This is an optimization exercise on Yosys and OpenROAD, whose aim is small area, a short achievable clock period and few clock cycles per item, not a production implementation. Where RTL was checked, it was by simulation tests only, not by an equivalence proof against the original. Only the layout flow was run in run 3; the RTL was not checked for function there. No activity file was given, so power comes from the tool's default toggle rates.

**run.sh**
```bash
#!/bin/bash
# synth_recipe.tcl (not shown) runs the flow's synth.tcl, then flattens the netlist and writes it again
# the make line also repeats each setting of config.mk as NAME=value (left out here)
make -C /OpenROAD-flow-scripts/flow DESIGN_CONFIG=/design/flow/config.mk WORK_HOME=/design/flow/orfs CLKGATE_MAP_FILE= SYNTH_SCRIPT=/design/flow/synth_recipe.tcl finish
```
**constraint.sdc**
```tcl
create_clock -name core_clock -period 8.0 [get_ports {clk}]
set_input_delay 1.6000 -clock core_clock [delete_from_list [all_inputs] [get_ports {clk}]]
set_output_delay 1.6000 -clock core_clock [all_outputs]
set_load 0.01 [all_outputs]
```
**design.v**
```verilog
module dmem_responder #(
  parameter int DATA_W     = 32,
  parameter int DM_ADDRESS = 9,
  parameter int MEM_LAT    = 2
) (
  input  logic                  clk,
  input  logic                  reset,
  input  logic                  req_valid,
  output logic                  req_ready,
  input  logic                  req_we,
  input  logic [2:0]            req_funct3,
  input  logic [DM_ADDRESS-1:0] req_addr,
  input  logic [DATA_W-1:0]     req_wdata,
  output logic                  rsp_valid,
  input  logic                  rsp_ready,
  output logic [DATA_W-1:0]     rsp_rdata,
  output logic                  rsp_err
);
  localparam int WAW = DM_ADDRESS - 2;        
  localparam int NW  = 2**WAW;                
  localparam int HW  = WAW / 2;               
  localparam int LW  = WAW - HW;              
  localparam int NH  = 2**HW;
  localparam int NL  = 2**LW;
  localparam int NS  = 2;                  
  localparam int GS  = NH / NS;             
  logic a_en;
  logic            r_byte, r_half, r_word, r_illegal, r_wr;
  logic [1:0]      r_off;
  logic [3:0]      r_lwe;
  logic [3:0][7:0] r_wd;
  logic [NH-1:0]   r_hi;
  logic [NL-1:0]   r_lo;
  logic [NS-1:0][NL-1:0] r_los;
  always_comb begin
    r_byte    = (req_funct3[1:0] == 2'b00);
    r_half    = (req_funct3[1:0] == 2'b01);
    r_word    = (req_funct3 == 3'b010);
    r_illegal = !(r_byte || r_half || r_word);
    r_off     = r_word ? 2'b00 : r_half ? {req_addr[1], 1'b0} : req_addr[1:0];
    r_wr      = req_valid && req_we && !r_illegal;
    for (int l = 0; l < 4; l++) begin
      r_lwe[l] = r_wr && (r_word ||
                          (r_half && (r_off[1] == 1'(l >> 1))) ||
                          (r_byte && (r_off == 2'(l))));
      r_wd[l]  = r_word ? req_wdata[8*l +: 8] :
                 r_half ? req_wdata[8*(l%2) +: 8] :
                          req_wdata[7:0];
    end
    for (int h = 0; h < NH; h++)
      r_hi[h] = (req_addr[DM_ADDRESS-1 -: HW] == HW'(h));
    for (int j = 0; j < NL; j++)
      r_lo[j] = (req_addr[2 +: LW] == LW'(j));
  end
  genvar s;
  generate
    for (s = 0; s < NS; s++) begin : g_los
      assign r_los[s] = (req_addr[DM_ADDRESS-1 -: $clog2(NS)] == $clog2(NS)'(s)) ? r_lo : '0;
    end
  endgenerate
  logic              a_v;
  logic [3:0]        a_lwe;
  logic [3:0][7:0]   a_wd;
  logic [NH-1:0]     a_hi;
  logic [NS-1:0][NL-1:0] a_lo;    
  logic              a_ld, a_err, a_byte, a_half, a_sgn;
  logic [1:0]        a_off;
  always_ff @(posedge clk)
    if (a_en) begin
      a_wd   <= r_wd;
      a_hi   <= r_hi;
      a_lo   <= r_los;
      a_ld   <= !req_we && !r_illegal;
      a_err  <= r_illegal;
      a_byte <= r_byte;
      a_half <= r_half;
      a_sgn  <= !req_funct3[2];
      a_off  <= r_off;
    end
  logic [NW-1:0]             wl;
  logic [NW-1:0][DATA_W-1:0] mem;
  logic [DATA_W-1:0]         rword;
  genvar i, l;
  generate
    for (i = 0; i < NW; i++) begin : g_word
      assign wl[i] = a_hi[i / NL] && a_lo[i / (NL*GS)][i % NL];
      for (l = 0; l < 4; l++) begin : g_byte
        always_ff @(posedge clk)
          if (wl[i] && a_lwe[l]) mem[i][8*l +: 8] <= a_wd[l];
      end
    end
  endgenerate
  logic [NH-1:0][DATA_W-1:0] grp;
  genvar h;
  generate
    for (h = 0; h < NH; h++) begin : g_grp
      always_comb begin
        logic [DATA_W-1:0] acc;
        acc = '0;
        for (int j = 0; j < NL; j++)
          acc = acc | ({DATA_W{a_lo[h / GS][j]}} & mem[h*NL + j]);
        grp[h] = acc;
      end
    end
  endgenerate
  always_comb begin
    rword = '0;
    for (int k = 0; k < NH; k++)
      rword = rword | ({DATA_W{a_hi[k]}} & grp[k]);
  end
  logic              b_v, h_v, s_v;
  logic              b_en;
  logic [DATA_W-1:0] b_word;
  logic              b_ld, b_err, b_byte, b_half, b_sgn;
  logic [1:0]        b_off;
  assign b_en = !(b_v && s_v);
  assign a_en = !(a_v && b_v && s_v);
  always_ff @(posedge clk)
    if (b_en) begin
      b_word <= rword;
      b_ld   <= a_ld;
      b_err  <= a_err;
      b_byte <= a_byte;
      b_half <= a_half;
      b_sgn  <= a_sgn;
      b_off  <= a_off;
    end
  logic [7:0]        bsel;
  logic [15:0]       hsel;
  logic [DATA_W-1:0] res;
  always_comb begin
    bsel = b_word[{b_off, 3'b000} +: 8];
    hsel = b_word[{b_off[1], 4'b0000} +: 16];
    res  = '0;
    if (b_ld) begin
      if (b_byte)
        res = {{(DATA_W-8){b_sgn && bsel[7]}}, bsel};
      else if (b_half)
        res = {{(DATA_W-16){b_sgn && hsel[15]}}, hsel};
      else
        res = b_word;
    end
  end
  logic [DATA_W-1:0] s_rdata;
  logic              s_err;
  logic              push, pop;
  assign push = b_v && !s_v;
  assign pop  = h_v && rsp_ready;
  always_ff @(posedge clk)
    if (!s_v) begin
      s_rdata <= res;
      s_err   <= b_err;
    end
  always_ff @(posedge clk)
    if (pop || !h_v) begin
      rsp_rdata <= s_v ? s_rdata : res;
      rsp_err   <= s_v ? s_err   : b_err;
    end
  logic a_v_n, b_v_n, h_v_n, s_v_n;
  always_comb begin
    a_v_n = a_en ? req_valid : a_v;
    b_v_n = b_en ? a_v : b_v;
    h_v_n = s_v || push || (h_v && !pop);
    s_v_n = s_v ? !pop : (push && h_v && !pop);
    if (reset) begin
      a_v_n = 1'b0;
      b_v_n = 1'b0;
      h_v_n = 1'b0;
      s_v_n = 1'b0;
    end
  end
  always_ff @(posedge clk) begin
    a_v       <= a_v_n;
    b_v       <= b_v_n;
    h_v       <= h_v_n;
    s_v       <= s_v_n;
    req_ready <= !(a_v_n && b_v_n && s_v_n);
    if (reset)          a_lwe <= '0;
    else if (a_en)      a_lwe <= r_lwe;
  end
  assign rsp_valid = h_v;
endmodule
```
**config.mk**
```make
export PLATFORM = sky130hd
export DESIGN_NAME = dmem_responder
export DESIGN_NICKNAME = dmem_responder
export VERILOG_FILES = /design/flow/design.v
export SDC_FILE = /design/flow/constraint.sdc
export NUM_CORES = 4
export LEC_CHECK = 0
export CAP_MARGIN = 20
export CORE_MARGIN = 2
export CORE_UTILIZATION = 55
export CTS_CLUSTER_DIAMETER = 100
export CTS_CLUSTER_SIZE = 25
export PLACE_DENSITY = 0.65
export SETUP_SLACK_MARGIN = 5
export SLEW_MARGIN = 20
```
==> key figures, run 1 <==
Setup path
  • Worst path bufs/invs: 1
  • Req. time, crit path: 6.40 ns
  • Top delay family on crit path: flip-flops
  • Critical path peak fanout: 1
  • Critical setup path kind: reg -> out
  • Critical path endpoint category: output pin
  • Crit path cell chain: buf_6
  • Startpoint types: flip-flop
  • Max incr delay on CP: 0.47 ns
  • CP max stage cell: edfxtp_1
  • WP data arrival: 1.54 ns
  • Stages on the worst setup path: 1
  • R2R cell count: 5

Clock network
  • Cts bufs inserted: 198
  • H-tree depth: 4
  • Clock Pin Slew Worst Setup and Hold Paths: 0.10 ns
  • CTS Hold Bufs: 0
  • CTS root buffer: clkbuf_16
  • Clock sinks: 4289
  • Clk Latency, worst-skew pair: 0.91 ns
  • CTS max path bufs: 4
  • CTS tree: built

Layout
  • Commonest non-fill, non-tap cells in the layout: edfxtp_1, a22o_1, a221oi_1
  • Final design utilization: 58.45%
  • Layout cell share with drive strength beyond 1: 6.627%
  • Commonest non-fill, non-tap cell in the layout: edfxtp_1
  • Area Growth Syn to Fin: 5.760%
  • Final Net Count: 8095

Routing
  • Routed WL: 372000 um
  • Pre-antenna DRT Iters: 5
  • Initial DRC count: 9250
  • Post-DRT Antenna Nets: 0
  • Via count: 81084
  • Drt via density: 6.848
  • Routed len/inst: 31.42 um
  • Drt drc: 0

STA
  • Hold Worst Slack: 0.4321 ns
  • # setup viols final: 0
  • Max_slew headroom: 27.60%
  • Minimum clock period: 3.142 ns
  • Setup Total Neg Slack: 0 ns
  • Fin. Hold Viols: 0
  • Max-slew violation count: 0
  • Worst-margin pin slew: 1.079 ns
  • Period utilization: 39.27%
  • Skew final: 0.06359 ns
  • F_max: 0.3183 GHz
  • Post-route worst setup slack: 4.858 ns
  • Unrepaired setup endpoints after global routing: true

Placed design
  • Post-Place Worst Slack: 3.921 ns
  • Detail Placement HPWL: 219600 um
  • Routability cong.: 0.8226
  • Port-buffer cells: 83

Floorplanning
  • Core ar.: 285000 um^2
  • Die area: 290600 um^2
  • Die height: 539.1 um
  • Initial Util: 55.26%
  • Die X: 539.1 um
  • Row count: 196
  • I/O Pins: 84

Logic synthesis
  • Cell variety after synth: 38
  • Async set or reset register ratio after synthesis: 0%
  • YS warnings: 1
  • Syn Inst Count: 8239
  • Post-synth EDFFs: 4247
  • Post-synthesis average cell area: 19.11 um^2
  • Top_reg_cell synth: edfxtp_1
  • Register bit total from synthesis: 4289
  • Mapped cell area: 157500 um^2
  • Syn_nets: 8288
  • Sequential cell area fraction in the yosys report: 81.52%

Global route
  • Antenna violations before repair: 8
  • Largest net degree at the start of global routing: 127
  • Total Routing Usage GR: 25.16%
  • First-pass GRT wire length: 544200 um
  • Grt ovf: 0
  • Vias in the first global route: 79268

Power
  • Tot Pwr: 37.63 mW
  • Clock Power Share: 29.4%
  • Pint: 29.88 mW
  • Flop pwr share: 66.6%
  • LEAKAGE: 52.42 nW
  • Logic pwr share: 4.0%
  • Peak supply drop: 0.2107 mV
  • P_sw: 7.747 mW
  • Cell area power density: 225.9 nW/um^2
  • Switching share of power: 20.59%

Job
  • Max Cap Violations: 0

Min path
  • Worst min-delay path category: reg -> reg
  • Hold path cells: 0

Run status
  • Outcome: finished clean
-- area by class of cell --
class,count,area (um^2)
Inverter,7,30.03
Clock inverter,5,102.6
Multi-Input combinational cell,3262,25810
Sequential cell,4289,128400
Timing Repair Buffer,288,2365
Clock buffer,222,5130
Tap cell,3762,4707
Fill cell,20670,118400
Antenna cell,5,12.51
-- what timing repair did --
item,in CTS,in global routing
resized for setup,163,27
buffers inserted,26,7
gates cloned,0,0
setup endpoints to repair,118,101
endpoints found under the hold margin,0,0
pin swaps,1,1
-- through the flow --
stage / area (um^2) / std cells
after detailed placement: 160900 / 11574
after global placement: 160900 / 11574
after floorplan: 157500 / 8239
after global routing: 166500 / 11838
after CTS: 166300 / 11827
final: 166600 / 11840
-- worst paths after layout --
check | from | to | slack [ns]
setup reg to reg | a_lo[7] | b_word[26] | 5.01
hold / removal | a_ld | b_ld | 0.43
setup / recovery | rsp_rdata[30] | rsp_rdata[30] | 4.86
hold reg to reg | a_ld | b_ld | 0.43
-- cell usage after synthesis, types with 2 or more instances --
cell | instances | area, um^2
nand2_1 | 57 | 214.0
o21ai_0 | 39 | 195.2
nand3_1 | 8 | 40.04
nand3b_1 | 4 | 30.03
o21ai_1 | 4 | 20.02
mux2i_1 | 9 | 90.09
nand2b_1 | 5 | 31.28
edfxtp_1 | 4247 | 127500
and3_1 | 522 | 3266
and3b_1 | 2 | 17.52
mux2_2 | 18 | 202.7
inv_1 | 7 | 26.28
a22oi_1 | 129 | 968.4
buf_6 | 104 | 1171
buf_2 | 94 | 470.5
nor2_1 | 45 | 168.9
nor3b_1 | 4 | 30.03
a22o_1 | 1024 | 8969
nand4_1 | 288 | 1802
a211oi_1 | 9 | 67.56
buf_1 | 30 | 112.6
mux4_2 | 8 | 180.2
clkbuf_1 | 452 | 1697
a221oi_1 | 1024 | 8969
or2_2 | 17 | 106.4
dfxtp_1 | 42 | 840.8
a21oi_1 | 36 | 180.2
-- per-layer routing --
metal  global-route usage, %  part of all wire (%)  up-vias
met2                   41.87                    50     3108
li1                        -                     -    34765
met3                   3.190                   7.1      439
met4                   6.158                   2.6        2
met1                   35.64                    40    42770
met5                       0                0.0032        -
-- power groups by stage --
stage,logic (mW),registers [mW],clock network (mW)
floorplan,0.537,25.7,0
global placement,1.45,25.6,0
detailed placement,1.49,25.6,0
CTS,1.49,25.1,11.2
global route,1.59,25.1,11.9
finish,1.50,25.1,11.1
-- flip-flops by register name, summed over array words and instances (netlist names), 2 cells and up --
name       cells
a_hi           8
a_lo          32
a_lwe          4
a_off          2
a_wd          32
b_off          2
b_word        32
mem         4096
rsp_rdata     32
s_rdata       32
-- cell families after synthesis --
kind of cell | after synthesis | synth area share (%)
multiplexers | 35 | 0.3003
buffers and inverters | 688 | 2.213
AND/OR/NAND/NOR | 958 | 3.649
AO/OA/AOI/OAI | 2269 | 12.32
flip-flops | 4289 | 81.52
Testbench counts, summed over its fixed seeds: cycles 12,024, items 12,000.
==> run 2: changes to the inputs <==
==> flow/run.sh (new file) <==
#!/bin/bash
# Standard layout, with TritonCTS told to space clock buffers further
# apart (fewer, longer clock-tree segments and a lower insertion delay).
set -e
export CTS_BUF_DISTANCE=200
bash standard.sh > standard.log 2>&1
==> standard.sh (new file) <==
#!/bin/bash
# synth_recipe.tcl (not shown) runs the flow's synth.tcl, then flattens the netlist and writes it again
# the make line also repeats each setting of config.mk as NAME=value (left out here)
make -C /OpenROAD-flow-scripts/flow DESIGN_CONFIG=/design/flow/config.mk WORK_HOME=/design/flow/orfs CLKGATE_MAP_FILE= SYNTH_SCRIPT=/design/flow/synth_recipe.tcl "${@:-finish}"
--- a/config.mk
+++ b/config.mk
@@ -9,6 +9,6 @@
 export CORE_MARGIN = 2
 export CORE_UTILIZATION = 55
-export CTS_CLUSTER_DIAMETER = 100
-export CTS_CLUSTER_SIZE = 25
+export CTS_CLUSTER_DIAMETER = 150
+export CTS_CLUSTER_SIZE = 30
 export PLACE_DENSITY = 0.65
 export SETUP_SLACK_MARGIN = 5
removed: run.sh
==> run 2 against run 1 <==
  * Cell count shrank 0.28%
  * Setup slack better by 0.047 ns
  * Cell area decreased by 0.46%
  * Die area did not move
  * Critical path depth did not move
  * Area after synthesis did not move
  * Sequential power about the same
  * Register-to-register slack got worse by 0.08 ns
  * Largest power group unchanged
  * Utilization is 0.27 points lower
  * Clock skew down 0.011 ns
==> key figures, run 2 <==
Run status
  • Outcome: finished clean

STA
  • F_max: 0.3232 GHz
  • Skew final: 0.05239 ns
  • Minimum clock period: 3.094 ns
  • Max-slew violation count: 0
  • Fin. Hold Viols: 0
  • Unrepaired setup endpoints after global routing: true
  • # setup viols final: 0
  • Max_slew headroom: 28.27%
  • Worst-margin pin slew: 1.069 ns
  • Period utilization: 38.68%
  • Setup Total Neg Slack: 0 ns

Logic synthesis
  • Syn_nets: 8288
  • Cell variety after synth: 38
  • Count leader, synth: edfxtp_1
  • Top cells by count, synth: edfxtp_1, a221oi_1, a22o_1
  • Mapped cell area: 157500 um^2
  • Register bit total from synthesis: 4289
  • Top cell type by total area after synthesis: edfxtp_1
  • Async set or reset register ratio after synthesis: 0%
  • Area contributors post-synth: edfxtp_1, a221oi_1, a22o_1
  • Sequential cell area fraction in the yosys report: 81.52%
  • Post-synthesis average cell area: 19.11 um^2
  • Top_reg_cell synth: edfxtp_1
  • Syn Inst Count: 8239
  • Post-synth EDFFs: 4247
  • Yosys top cell area share: 80.98%
  • YS warnings: 1

Layout
  • Max reg flops: 4096
  • Commonest non-fill, non-tap cell in the layout: edfxtp_1
  • Biggest register: mem
  • Area Growth Syn to Fin: 5.276%
  • Commonest non-fill, non-tap cells in the layout: edfxtp_1, a22o_1, a221oi_1
  • Post-Layout Cell Count: 11807
  • Final Net Count: 8062
  • Layout cell share with drive strength beyond 1: 6.357%

Power
  • Logic pwr share: 4.1%
  • Pint: 29.23 mW
  • Peak supply drop: 0.1941 mV
  • Flop pwr share: 68.0%
  • P_sw: 7.621 mW
  • Switching share of power: 20.68%
  • Cell area power density: 222.3 nW/um^2
  • Clock Power Share: 27.9%
  • LEAKAGE: 52.04 nW

Clock network
  • Clk Latency, worst-skew pair: 0.86 ns
  • Clock sinks: 4289
  • CTS Hold Bufs: 0
  • Cts bufs inserted: 165
  • CTS root buffer: clkbuf_16
  • Clock Pin Slew Worst Setup and Hold Paths: 0.11 ns
  • CTS max path bufs: 4
  • H-tree depth: 4
  • CTS tree: built

Routing
  • Routed WL: 371500 um
  • Drt drc: 0
  • Drt via density: 6.853
  • Pre-antenna DRT Iters: 6
  • Initial DRC count: 9192
  • Via count: 80912
  • Post-DRT Antenna Nets: 0
  • Routed len/inst: 31.47 um

Floorplanning
  • Die height: 539.1 um
  • Die X: 539.1 um
  • I/O Pins: 84
  • Initial Util: 55.26%
  • Core ar.: 285000 um^2
  • Row count: 196
  • Die area: 290600 um^2

Setup path
  • Critical setup path kind: reg -> out
  • Worst path bufs/invs: 1
  • Req. time, crit path: 6.40 ns
  • Startpoint types: flip-flop
  • Worst Setup SP: rsp_rdata[22]
  • Critical path endpoint category: output pin
  • Critical path peak fanout: 1
  • Top delay family on crit path: flip-flops
  • Max incr delay on CP: 0.46 ns
  • Crit path cell chain: buf_2
  • CP max stage cell: edfxtp_1
  • WP data arrival: 1.49 ns
  • R2r startpoint: a_lo[14]

Placed design
  • Post-Place Cells: 11574
  • Routability cong.: 0.8226
  • Detail Placement HPWL: 219600 um
  • Port-buffer cells: 83

Global route
  • Total Routing Usage GR: 25.07%
  • Largest net degree at the start of global routing: 127
  • First-pass GRT wire length: 543400 um
  • Vias in the first global route: 78853
  • Antenna violations before repair: 8
  • Grt ovf: 0

Min path
  • Worst min-delay path category: reg -> reg
  • Worst hold path startpoint: a_err

Job
  • Max Cap Violations: 0
[run 2: cell counts after synthesis]
No cell type changed its count.
[run 2: path summary, 6_finish.rpt]
path	endpoint	slack [ns]	cells after the start
worst max-delay path	rsp_rdata[22]	4.91	1
worst min-delay path	b_err	0.43	0
worst max register to register	b_word[25]	4.93	6
worst min register to register	b_err	0.43	0
[run 2: power by group through the flow]
stage | logic [mW] | clock network, mW | registers, mW
4_1_cts | 1.49 | 10.4 | 25.1
3_3_place_gp | 1.45 | 0 | 25.6
5_1_grt | 1.60 | 11.1 | 25.1
3_5_place_dp | 1.49 | 0 | 25.6
2_1_floorplan | 0.537 | 0 | 25.7
6_report | 1.50 | 10.3 | 25.1
[run 2: logic make-up after synthesis]
group / share of synthesized area, %
AOI/OAI and AO/OA: 12.32
buffers and inverters: 2.213
DFF: 81.52
muxes: 0.3003
and+or+nand+nor: 3.649
[run 2: final cells by class]
type | instances | area (um^2)
inverters | 7 | 30.03
well taps | 3762 | 4707
clock buffers | 188 | 4385
diodes | 7 | 17.52
repair buffers | 288 | 2361
flip-flops and latches | 4289 | 128400
clock inverters | 4 | 50.05
fillers | 20701 | 119200
multi-input cells | 3262 | 25840
[run 2: what timing repair did]
action	in CTS	in global routing
setup buffers	28	4
pin swaps	0	1
gates resized for setup	165	26
setup endpoints to repair	123	247
[run 2: metal layers]
metal	wire [um]	GRT usage, %	up-vias	share of wire, %
met5	12	0	-	0.0032
met1	151500	35.80	42721	41
met4	9144	5.556	2	2.5
met2	186100	42.03	3089	50
li1	-	-	34686	-
met3	24810	2.725	414	6.7
[run 2: through the flow]
step / total power [mW] / setup slack (ns) / utilization (%) / hold WS [ns] / instance area (um^2)
floorplan: 26.28 / 5.149 / - / 0.4003 / 157500
global route: 37.77 / 4.833 / 58.18 / 0.4401 / 165800
finish: 36.85 / 4.906 / 58.18 / 0.4347 / 165800
CTS: 36.96 / 4.860 / 58.09 / 0.4359 / 165500
detailed placement: 27.07 / 3.921 / 56.48 / 0.4080 / 160900
global placement: 27.03 / 3.757 / 56.48 / 0.4087 / 160900
==> run 3: changes to the inputs <==
==> design.v (replaced) <==
module dmem_responder #(
  parameter int DATA_W     = 32,
  parameter int DM_ADDRESS = 9,
  parameter int MEM_LAT    = 2
) (
  input  logic                  clk,
  input  logic                  reset,
  input  logic                  req_valid,
  output logic                  req_ready,
  input  logic                  req_we,
  input  logic [2:0]            req_funct3,
  input  logic [DM_ADDRESS-1:0] req_addr,
  input  logic [DATA_W-1:0]     req_wdata,
  output logic                  rsp_valid,
  input  logic                  rsp_ready,
  output logic [DATA_W-1:0]     rsp_rdata,
  output logic                  rsp_err
);
  localparam int NW  = 2**(DM_ADDRESS-2);
  localparam int WAW = DM_ADDRESS - 2;
  logic                  a_v;
  logic                  a_we;
  logic [2:0]            a_f3;
  logic [DM_ADDRESS-1:0] a_addr;
  logic [DATA_W-1:0]     a_wdata;
  logic b_v, h_v, s_v;
  logic b_en;
  assign b_en = !(b_v && s_v);
  always_ff @(posedge clk)
    if (req_ready) begin
      a_we    <= req_we;
      a_f3    <= req_funct3;
      a_addr  <= req_addr;
      a_wdata <= req_wdata;
    end
  logic         is_byte, is_half, is_word, illegal;
  logic [1:0]   boff;
  logic [3:0]   lane_en, lane_we;
  logic [3:0][7:0] lane_wd;
  logic [WAW-1:0] widx;
  logic [NW-1:0]  wl;
  always_comb begin
    is_byte = (a_f3[1:0] == 2'b00);
    is_half = (a_f3[1:0] == 2'b01);
    is_word = (a_f3 == 3'b010);
    illegal = !(is_byte || is_half || is_word);
    boff    = is_word ? 2'b00 : is_half ? {a_addr[1], 1'b0} : a_addr[1:0];
  end
  assign widx = a_addr[DM_ADDRESS-1:2];
  genvar i, l;
  generate
    for (l = 0; l < 4; l++) begin : g_lane
      assign lane_en[l] = is_word ||
                          (is_half && (boff[1] == 1'(l >> 1))) ||
                          (is_byte && (boff == 2'(l)));
      assign lane_we[l] = a_v && a_we && !illegal && lane_en[l];
      assign lane_wd[l] = is_word ? a_wdata[8*l +: 8] :
                          is_half ? a_wdata[8*(l%2) +: 8] :
                                    a_wdata[7:0];
    end
    for (i = 0; i < NW; i++) begin : g_wl
      assign wl[i] = (widx == WAW'(i));
    end
  endgenerate
  logic [NW-1:0][DATA_W-1:0] mem;
  logic [DATA_W-1:0]         rword;
  generate
    for (i = 0; i < NW; i++) begin : g_word
      for (l = 0; l < 4; l++) begin : g_byte
        always_ff @(posedge clk)
          if (wl[i] && lane_we[l]) mem[i][8*l +: 8] <= lane_wd[l];
      end
    end
  endgenerate
  always_comb begin
    rword = '0;
    for (int k = 0; k < NW; k++)
      rword = rword | ({DATA_W{wl[k]}} & mem[k]);
  end
  logic [DATA_W-1:0] b_word;
  logic              b_ld, b_err, b_byte, b_half, b_sgn;
  logic [1:0]        b_off;
  always_ff @(posedge clk)
    if (b_en) begin
      b_word <= rword;
      b_ld   <= !a_we && !illegal;
      b_err  <= illegal;
      b_byte <= is_byte;
      b_half <= is_half;
      b_sgn  <= !a_f3[2];
      b_off  <= boff;
    end
  logic [7:0]        bsel;
  logic [15:0]       hsel;
  logic [DATA_W-1:0] res;
  always_comb begin
    bsel = b_word[{b_off, 3'b000} +: 8];
    hsel = b_word[{b_off[1], 4'b0000} +: 16];
    res  = '0;
    if (b_ld) begin
      if (b_byte)
        res = {{(DATA_W-8){b_sgn && bsel[7]}}, bsel};
      else if (b_half)
        res = {{(DATA_W-16){b_sgn && hsel[15]}}, hsel};
      else
        res = b_word;
    end
  end
  logic [DATA_W-1:0] s_rdata;
  logic              s_err;
  logic              push, pop;
  assign push = b_v && !s_v;
  assign pop  = h_v && rsp_ready;
  always_ff @(posedge clk)
    if (!s_v) begin
      s_rdata <= res;
      s_err   <= b_err;
    end
  always_ff @(posedge clk)
    if (pop || !h_v) begin
      rsp_rdata <= s_v ? s_rdata : res;
      rsp_err   <= s_v ? s_err   : b_err;
    end
  logic a_v_n, b_v_n, h_v_n, s_v_n;
  always_comb begin
    a_v_n = req_ready ? req_valid : a_v;
    b_v_n = b_en ? a_v : b_v;
    h_v_n = s_v || push || (h_v && !pop);
    s_v_n = s_v ? !pop : (push && h_v && !pop);
    if (reset) begin
      a_v_n = 1'b0;
      b_v_n = 1'b0;
      h_v_n = 1'b0;
      s_v_n = 1'b0;
    end
  end
  always_ff @(posedge clk) begin
    a_v       <= a_v_n;
    b_v       <= b_v_n;
    h_v       <= h_v_n;
    s_v       <= s_v_n;
    req_ready <= !(a_v_n && b_v_n && s_v_n);
  end
  assign rsp_valid = h_v;
endmodule
==> run.sh (new file) <==
#!/bin/bash
# synth_recipe.tcl (not shown) runs the flow's synth.tcl, then flattens the netlist and writes it again
# the make line also repeats each setting of config.mk as NAME=value (left out here)
make -C /OpenROAD-flow-scripts/flow DESIGN_CONFIG=/design/flow/config.mk WORK_HOME=/design/flow/orfs CLKGATE_MAP_FILE= SYNTH_SCRIPT=/design/flow/synth_recipe.tcl finish
--- a/config.mk
+++ b/config.mk
@@ -8,8 +8,5 @@
 export CAP_MARGIN = 20
 export CORE_MARGIN = 2
-export CORE_UTILIZATION = 55
-export CTS_CLUSTER_DIAMETER = 150
-export CTS_CLUSTER_SIZE = 30
-export PLACE_DENSITY = 0.65
+export CORE_UTILIZATION = 40
 export SETUP_SLACK_MARGIN = 5
 export SLEW_MARGIN = 20
removed: flow/run.sh
removed: standard.sh
==> run 3 against run 2 <==
  * The run now fails in global routing (5_1_grt)
  * Area after synthesis is 1.8% higher
  * Synthesized cell count is 14% higher
==> key figures, run 3 <==
Logic synthesis
  • Top cell type by total area after synthesis: edfxtp_1
  • Yosys top cell area share: 78.93%
  • Async set or reset register ratio after synthesis: 0%
  • Count leader, synth: edfxtp_1
  • Top cells by count, synth: edfxtp_1, a22oi_1, nor2_1
  • Register bit total from synthesis: 4251
  • Top_reg_cell synth: edfxtp_1
  • Cell variety after synth: 85
  • Syn_nets: 9427
  • Area contributors post-synth: edfxtp_1, a22oi_1, nor2_1
  • Syn Inst Count: 9378
  • Post-synth EDFFs: 4213
  • Sequential cell area fraction in the yosys report: 79.40%
  • Post-synthesis average cell area: 17.09 um^2
  • YS warnings: 1
  • Mapped cell area: 160300 um^2

Global route
  • Grt ovf: 2
  • Total Routing Usage GR: 58.01%
  • Largest net degree at the start of global routing: 132

Placed design
  • Area after DPL: 174700 um^2
  • Routability cong.: 1.100
  • Detail Placement HPWL: 726200 um
  • Port-buffer cells: 83

Run status
  • Error: [ERROR GRT-0232] Routing congestion too high. Check the congestion heatmap in the GUI.
  • Halt Stage: global routing (5_1_grt)
  • Outcome: stopped before the end

Floorplanning
  • Row count: 232
  • Initial Util: 40.16%
  • I/O Pins: 84
  • Die X: 637.0 um
  • Die height: 637.0 um

Clock network
  • Cts bufs inserted: 457
  • CTS max path bufs: 4
  • H-tree depth: 5
  • CTS root buffer: clkbuf_16
  • Clock sinks: 4251
[run 3: cell types whose count changed after synthesis, sizes merged, moves of 345 or more]
cell,delta
a221oi,-972
a22o,-834
a22oi,+976
and3,-345
nand3,+359
nor2,+634
[run 3: cell families after synthesis]
kind of cell,synth area share (%)
mux,2.520
flops,79.40
simple gates,6.534
buf+inv,1.862
compound gates,9.682
[run 3: worst min path at each step]
stage,to,slack (ns),depth (start not counted)
detailed placement,s_rdata[26],0.45,1
CTS,s_rdata[26],0.46,1
floorplan,s_rdata[7],0.42,2
global placement,s_rdata[26],0.44,1
[run 3: stage by stage]
step           setup slack [ns]  hold slack (ns)  instances
2_1_floorplan             4.119           0.4184       9378
3_3_place_gp              1.370           0.4354      14694
3_5_place_dp              2.337           0.4456      14828
4_1_cts                   4.234           0.4568      16539
[run 3: layer usage]
metal | global-route usage (%) | overflow
met5 | 20.55 | 0
met4 | 50.32 | 0
met3 | 39.52 | 2
met1 | 63.78 | 0
met2 | 72.93 | 0
[run 3: power groups by stage]
stage	Sequential, mW	Clock (mW)	Combinational [mW]
floorplan	25.3	0	0.855
global placement	25.5	0	2.43
detailed placement	25.5	0	2.48
CTS	25.0	21.7	3.10
[run 3: what timing repair did]
| item | 4_1_cts |
|---|---|
| cloned | 98 |
| setup buffers | 765 |
| setup endpoints to repair | 6168 |
| gates resized for setup | 2064 |
| pin swaps | 517 |
| hold buffers | 0 |

## separate check: timing with driven ports
In the flow no input, the clock included, has a driving cell. The finished layouts below were timed again as built, in two steps. Step 1 sets driving cells, clkbuf_16 on the clock port and buf_2 on the other inputs (assumed; they add their load-dependent delay and slew). Step 2 moves the port delays by t, midway between the first and last clock arrival at a register: inputs arrive t later, outputs are due t later. That takes back most of the time a late clock gives input paths. Three values: ideal ports, drivers, drivers and shift; two values: the first two.
run	t (ns)	setup WS [ns]	hold WS [ns]	clock arrival spread, ns	cell pins on the clock port's net
run 1	0.977	4.858 / 4.768 / 4.374	0.432 / 0.432 / 0.432	0.079 / 0.079	1
run 2	0.936	4.906 / 4.809 / 4.386	0.435 / 0.435 / 0.435	0.057 / 0.057	1
After both steps setup and hold are still met in every run listed. For run 2, which loses most, drivers alone change the setup slack by -0.097 ns; drivers and shift together by -0.520 ns.
